What follows belongs to an exercise in optimizing a design on an open flow for small area, a short achievable clock period and few clock cycles; a production flow would make more cautious choices. Function was checked by simulation only, so behaviour that the tests miss may differ from the original. Power figures rest on the tool's default switching activity, not on a simulated workload.

==> 08-01 <==
## sha1_hash_engine
module sha1_hash_engine #(
    parameter int LENGTH_COUNT_BITS = 16
) (
    input  wire logic        i_clk,
    input  wire logic        i_rst_n,
    input  wire logic        start,
    output logic             busy,
    input  wire logic [7:0]  i_data_byte,
    input  wire logic        i_byte_present,
    input  wire logic        i_finish,
    output logic             o_valid,
    output logic [31:0]      o_digest_word,
    output logic [2:0]       o_word_index,
    output logic             o_last_word
);
make LEC_CHECK=0 CAP_MARGIN=20 CORE_MARGIN=2 CORE_UTILIZATION=40 SETUP_SLACK_MARGIN=4 SLEW_MARGIN=20 finish   # period 7.5 ns
run.sh (not shown) runs the stock make flow with config.mk's settings and CLKGATE_MAP_FILE= SYNTH_SCRIPT=/design/flow/synth_recipe.tcl, a recipe that flattens the netlist after the stock synthesis.
==> 10-04 (differences from 08-01) <==
Settings changed: CORE_UTILIZATION 40 to 60, SETUP_SLACK_MARGIN 4 to 5.
==> impl_metrics.toml <==
[status]
status = "no timing/DRC/antenna violations"

[pwr]
power.share.combinational = 0.201
switching_power_mw = 4.153

[route]
drt_first_pass_iters = 8

[setup_path]
worst-path-buf-inv = 3

[finish]
fill_cells = 4121
the above is filed under 10-04

==> impl_metrics.toml <==
[pwr]
power.share.combinational = 0.157

[finish]
fill_cells = 8415

[status]
status = "no timing/DRC/antenna violations"

[route]
drt_first_pass_iters = 5

[setup_path]
worst-path-buf-inv = 2
the above is filed under 08-01

Testbench counts of 08-01, summed over its fixed seeds: cycles 77,349.
Testbench counts of 10-04, summed over its fixed seeds: cycles 77,349.

========
==> inputs of run K <==
Another version of the RTL of sha1_hash_engine (not shown whole).
==> flow/config.mk <==
export PLATFORM = sky130hd
export DESIGN_NAME = sha1_hash_engine
export DESIGN_NICKNAME = sha1_hash_engine
export VERILOG_FILES = /design/flow/design.v
export SDC_FILE = /design/flow/constraint.sdc
export NUM_CORES = 4
export LEC_CHECK = 0
export CAP_MARGIN = 20
export CORE_MARGIN = 2
export CORE_UTILIZATION = 70
export CTS_CLUSTER_DIAMETER = 60
export CTS_CLUSTER_SIZE = 30
export SETUP_SLACK_MARGIN = 4.5
export SLEW_MARGIN = 20
==> flow/constraint.sdc <==
create_clock -name core_clock -period 7.5 [get_ports {i_clk}]
set_input_delay 1.5000 -clock core_clock [delete_from_list [all_inputs] [get_ports {i_clk}]]
set_output_delay 1.5000 -clock core_clock [all_outputs]
set_load 0.01 [all_outputs]
==> inputs of run P, as changes to run K <==
--- a/flow/design.v
+++ b/flow/design.v
@@ -74,12 +74,10 @@
     logic stg_shift, len_push, pre;
     logic [1:0] n_kst, n_pad;
     logic [6:0] n_wcnt;
     logic [2:0] n_bcnt;
     logic       n_lenok, n_fresh, n_pre, n_wlo, n_w80, n_w1, n_ge2, n_busy;
-    logic       in_shift, padshift, n_pbusy, n_full, n_push;
-    logic [2:0] n_bcnt0, n_bcnt1;
     logic       n_sch, n_w78, n_act, n_dpa, n_init, n_rnd;
     assign use_init = r_init;
     assign use_rnd  = r_rnd;
     assign ca0      = r_w78;
     assign pre      = r_prev;
@@ -91,14 +89,13 @@
     assign len_push   = zw_push && r_lenok && r_w15;
     assign acc   = i_start && !r_busy;
     assign acc_b = acc && i_byte_present;
     assign acc_f = acc && i_finish;
     assign room = !r_bcnt[2] || stg_push;
-    assign in_shift  = acc && (i_byte_present || i_finish);
-    assign padshift  = (r_pad == sha1_pkg::PAD_80 && room) ||
+    assign stg_shift = acc_b || (acc_f && !i_byte_present) ||
+                       (r_pad == sha1_pkg::PAD_80 && room) ||
                        (r_pad == sha1_pkg::PAD_ZB && !r_bcnt[2]);
-    assign stg_shift = in_shift || padshift;
     always_comb begin
         if (sched_push)              o_push_src = sha1_pkg::SRC_SCHED;
         else if (stg_push)           o_push_src = sha1_pkg::SRC_STG;
         else if (r_lenok && r_w15)   o_push_src = sha1_pkg::SRC_LEN;
         else                         o_push_src = sha1_pkg::SRC_ZERO;
@@ -115,13 +112,11 @@
         else if (push)         n_wcnt = r_wcnt + 7'd1;
         n_wlo = (n_wcnt < 7'd16);
         n_w80 = (n_wcnt == 7'd80);
         n_w1  = (n_wcnt == 7'd1);
         n_ge2 = (n_wcnt >= 7'd2);
-        n_bcnt0 = r_bcnt - (stg_push ? 3'd4 : 3'd0) + (padshift ? 3'd1 : 3'd0);
-        n_bcnt1 = r_bcnt - (stg_push ? 3'd4 : 3'd0) + 3'd1;
-        n_bcnt  = in_shift ? n_bcnt1 : n_bcnt0;
+        n_bcnt = r_bcnt - (stg_push ? 3'd4 : 3'd0) + (stg_shift ? 3'd1 : 3'd0);
         n_pad   = r_pad;
         n_lenok = r_lenok;
         case (r_pad)
             sha1_pkg::PAD_NONE: begin
                 if (acc_f) n_pad = i_byte_present ? sha1_pkg::PAD_80 : sha1_pkg::PAD_ZB;
@@ -154,15 +149,11 @@
         n_sch  = (n_wcnt >= 7'd16) && (n_wcnt <= 7'd79);
         n_w78  = (n_wcnt == 7'd78);
         n_init = n_fresh && n_w1 && n_pre;
         n_rnd  = n_fresh && n_ge2;
         n_dpa  = (n_wlo || n_w80) && (!n_fresh || n_init || n_rnd);
-        n_pbusy = (r_pad != sha1_pkg::PAD_NONE) && (n_pad != sha1_pkg::PAD_NONE);
-        n_full  = (r_bcnt[2] && !stg_push) || (r_bcnt == 3'd3 && padshift);
-        n_busy  = n_pbusy || acc_f || ((n_full || (r_bcnt == 3'd3 && in_shift)) && !n_dpa);
-        n_push  = n_sch || (n_dpa && (n_full || (r_bcnt == 3'd3 && in_shift) ||
-                                      n_pad == sha1_pkg::PAD_ZW));
+        n_busy = (n_pad != sha1_pkg::PAD_NONE) || (n_bcnt[2] && !n_dpa);
     end
     assign o_busy      = r_busy;
     assign o_stg_shift = stg_shift;
     assign o_stg_data  = acc_b;
     assign o_pad80     = !acc_b && (acc_f || r_pad == sha1_pkg::PAD_80);
@@ -233,11 +224,11 @@
             r_w15   <= (n_wcnt == 7'd15);
             r_w78   <= n_w78;
             r_init  <= n_init;
             r_rnd   <= n_rnd;
             r_step  <= n_init || n_rnd || r_ca[1];
-            r_push  <= n_push;
+            r_push  <= n_sch || (n_dpa && (n_bcnt[2] || n_pad == sha1_pkg::PAD_ZW));
             r_prev  <= r_ca[2] || (!n_pre && !n_act);
             r_rol   <= n_w78 || r_w78 || r_ca[0];
             r_ren   <= n_w78 || r_w78 || r_ca[0] || r_ca[1] || r_ca[2];
             r_fresh <= n_fresh;
             r_pre   <= n_pre;
@@ -330,14 +321,14 @@
             2'd1:    k_val = sha1_pkg::K1;
             2'd2:    k_val = sha1_pkg::K2;
             default: k_val = sha1_pkg::K3;
         endcase
     end
-    assign x1s = r_d ^ w0 ^ k_val;
-    assign x1c = {(r_d[30:0] & w0[30:0]) | (r_d[30:0] & k_val[30:0]) | (w0[30:0] & k_val[30:0]), 1'b0};
-    assign x2s = x1s ^ x1c ^ f_val;
-    assign x2c = {(x1s[30:0] & x1c[30:0]) | (x1s[30:0] & f_val[30:0]) | (x1c[30:0] & f_val[30:0]), 1'b0};
+    assign x1s = f_val ^ r_d ^ w0;
+    assign x1c = {(f_val[30:0] & r_d[30:0]) | (f_val[30:0] & w0[30:0]) | (r_d[30:0] & w0[30:0]), 1'b0};
+    assign x2s = x1s ^ x1c ^ k_val;
+    assign x2c = {(x1s[30:0] & x1c[30:0]) | (x1s[30:0] & k_val[30:0]) | (x1c[30:0] & k_val[30:0]), 1'b0};
     assign ra  = {r_a[26:0], r_a[31:27]};
     assign ys  = ra ^ r_qx;
     assign yc  = {(ra[30:0] & r_qx[30:0]) | r_qa[30:0], 1'b0};
     assign n_a = ys + yc;
     always_ff @(posedge i_clk) begin
- SETUP_SLACK_MARGIN: 4.5 -> 3
==> qor summary <==
| item | run K | run P |
|---|---|---|
| Outcome | no timing/DRC/antenna violations | no timing/DRC/antenna violations |
| Antenna violations before repair | 2 | 4 |
| Overall via count from detail_route | 23,800 | 23,500 |
| Switching power | 2860 uW | 4290 uW |
| Met3 layer usage reported by global route | 0.0486 | 0.0588 |
| Post-DR vias/cell | 6.46 | 6.30 |
| Share of the synthesized area in the top cell type | 0.650 | 0.638 |
| Top routing layer in use | met4 | met5 |
| Clock-cell share | 0.0403 | 0.0392 |
| Share of power burned in the clock network | 0.311 | 0.237 |
| All-Layer GR Usage | 0.324 | 0.302 |
| Met1 wire length | 39.0 mm | 37.6 mm |
| Power attributed to the clock group | 3450 uW | 3310 uW |
| Cells after synthesis | 2,737 | 2,897 |
Testbench counts of run K, summed over its fixed seeds: cycles 77,357.
Testbench counts of run P, summed over its fixed seeds: cycles 77,357.

[separate check: timing with driven ports]
The results above use ideal ports. As a check the final layouts listed here were re-extracted and re-timed, cells and wires unchanged. Step 1, drivers: a clkbuf_16 drives i_clk and a buf_2 each remaining input, both assumed. Step 2, shift: input delay + t, output delay - t, t = (earliest + latest rising clock arrival at the registers) / 2. This alone moves slack from input paths to output paths. Three values: ideal, step 1, step 2; two values: the first two.
run | t (ns) | setup slack, ns | slew at the worst register clock pin (ns)
08-01 | 0.710 | 3.937 / 3.895 / 3.564 | 0.07 / 0.07
10-04 | 0.732 | 3.886 / 3.886 / 3.886 | 0.07 / 0.07
run K | 0.722 | 3.932 / 3.932 / 3.894 | 0.12 / 0.12
run P | 0.701 | 3.274 / 3.274 / 3.274 | 0.11 / 0.11
After both steps every run listed still meets setup and hold. The setup slack of 08-01, which loses most, moves by -0.042 ns with the drivers and by -0.373 ns with both steps.
